What follows belongs to an exercise in optimizing a design on an open flow for small area and a short achievable clock period; a production flow would make more cautious choices. Only simulation tests tie the RTL to the original design; equivalence was not proved.

## main
// pst_brain_core
module pst_brain_core (
  input  logic       clk,
  input  logic       rst,
  input  logic [7:0] cur0,
  input  logic [7:0] cur1,
  input  logic [7:0] cur2,
  input  logic [7:0] cur3,
  output logic [7:0] phase0,
  output logic [7:0] phase1,
  output logic [7:0] phase2,
  output logic [7:0] phase3,
  output logic [2:0] winner,
  output logic [7:0] winner_score,
  output logic [7:0] winner_rel,
  output logic [7:0] w_ab,
  output logic [7:0] w_ac,
  output logic [7:0] w_ad,
  output logic [7:0] w_bc,
  output logic [7:0] w_bd,
  output logic [7:0] w_cd,
  output logic [7:0] seq_slot_A,
  output logic [7:0] seq_slot_B,
  output logic       seq_force_valid,
  output logic [7:0] seq_force_pred,
  output logic [7:0] pred_out,
  output logic [7:0] pred_err,
  output logic       reward_out,
  output logic [2:0] gamma_cnt,
  output logic [2:0] theta_cnt,
  output logic       theta_tick,
  output logic       episode_last,
  output logic [2:0] ep_winner,
  output logic [3:0] ep_strength,
  output logic       ep_valid,
  output logic       exploit_mode,
  output logic       explore_mode,
  output logic [1:0] confidence_level,
  output logic       err_explore,
  output logic       delta_tick,
  output logic [2:0] topic_winner,
  output logic [2:0] topic_strength,
  output logic       topic_valid
);
Size in the first run: about 19000 µm² of cells after synthesis.
clock: 40.0 ns
lec_check: 0
abc_area: 1
cap_margin: 20
core_margin: 2
core_utilization: 60
cts_buf_list: sky130_fd_sc_hd__clkbuf_8
cts_cluster_diameter: 60
cts_cluster_size: 16
slew_margin: 20
standard.sh (not shown) runs the stock make flow with config.mk's settings and CLKGATE_MAP_FILE= SYNTH_SCRIPT=/design/flow/synth_recipe.tcl, a recipe that flattens the netlist after the stock synthesis.
==> flow/flow/run.sh <==
#!/bin/bash
# The standard layout with these changes:
# - synthesis maps the logic with the ABC script flow/abc_area.script (an area-recovering
#   mapping) in place of ORFS's abc_area.script; the scripts folder is otherwise ORFS's own,
#   copied unchanged, and synthesis still runs through synth_recipe.tcl;
# - the adder step (extract_fa and its map file) is skipped, so ABC maps adders too;
# - the ports are buffered with buf_1 instead of the delay buffer buffer_ports picks;
# - the timing repair steps aim for a setup slack margin of 30.6 ns, so that they size up the
#   slowest paths.
# The clock constraint (constraint.sdc) is unchanged. Each tool's output is in orfs/logs; make's
# own output goes to standard.log.
set -euo pipefail
here=$(pwd)
rm -rf "$here/scripts_abc"
cp -r "$FLOW_HOME/scripts" "$here/scripts_abc"
cp "$here/flow/abc_area.script" "$here/scripts_abc/abc_area.script"
bash standard.sh SCRIPTS_DIR="$here/scripts_abc" BUFFER_PORTS_ARGS="-buffer_cell sky130_fd_sc_hd__buf_1" ADDER_MAP_FILE= SETUP_SLACK_MARGIN=30.6 finish > standard.log 2>&1
==> flow/flow/abc_area.script <==
&get -n
&st
&dc2
&dch -f
&nf -R 1000 -p
&st
&dc2
&dch -f
&nf -R 1000 -p
&put
topo
Here is what was changed in the inputs of the feature branch compared with main.
# main
export LEC_CHECK = 0
export ABC_AREA = 1
export CAP_MARGIN = 20
export CORE_MARGIN = 2
export CORE_UTILIZATION = 60
export CTS_BUF_LIST = sky130_fd_sc_hd__clkbuf_8
export CTS_CLUSTER_DIAMETER = 60
export CTS_CLUSTER_SIZE = 16
export SLEW_MARGIN = 20
create_clock -name core_clock -period 40.0 [get_ports {clk}]
# the feature branch
export LEC_CHECK = 0
export ABC_AREA = 1
export CAP_MARGIN = 20
export CORE_MARGIN = 2
export CORE_UTILIZATION = 60
export CTS_BUF_LIST = sky130_fd_sc_hd__clkbuf_8
export CTS_CLUSTER_DIAMETER = 60
export CTS_CLUSTER_SIZE = 16
export GPL_TIMING_DRIVEN = 1
export SLEW_MARGIN = 20
create_clock -name core_clock -period 40.0 [get_ports {clk}]
==> flow/flow/run.sh <==
#!/bin/bash
set -euo pipefail
bash standard.sh BUFFER_PORTS_ARGS="-buffer_cell sky130_fd_sc_hd__buf_1" SETUP_SLACK_MARGIN=30.4 finish > standard.log 2>&1
removed: flow/flow/abc_area.script
Results
[the feature branch vs main] total wirelength of the detailed-routed design: higher in the feature branch. The higher buffer count excluding the clock tree in the final layout of main and the feature branch is in main. The feature branch gives more final cell count than main did. Against main as the reference, the feature branch delivers a higher insertion delay of the later-clocked pin in the worst-skew pair. Area growth from synthesis to final layout was lower in the run labelled the feature branch.

==> static timing again, ports no longer ideal <==
Ports are ideal in the flow. The routed layouts listed here were re-timed in OpenROAD. Step 1: set_driving_cell puts a clkbuf_16 on clk and a buf_2 on each other input, an assumption about the parent block. Step 2 adds t to the input delays and takes it off the output delays; t is the mean of the earliest and latest rising clock arrival at the registers after step 1. Input paths then give back, and output paths get back, about the clock's delay inside the block. Slacks: ideal / step 1 / step 2; pairs: ideal / step 1.
| run | t, ns | setup slack, ns | worst hold slack (ns) | latest minus earliest clock arrival (ns) |
|---|---|---|---|---|
| main | 0.603 | 30.568 / 30.520 / 30.120 | 0.469 / 0.469 / 0.469 | 0.045 / 0.045 |
| the feature branch | 0.738 | 30.406 / 30.350 / 30.050 | 0.469 / 0.469 / 0.469 | 0.028 / 0.027 |
After both steps every run listed still meets setup and hold. For main, which loses most, drivers alone change the setup slack by -0.048 ns; drivers and shift together by -0.448 ns.
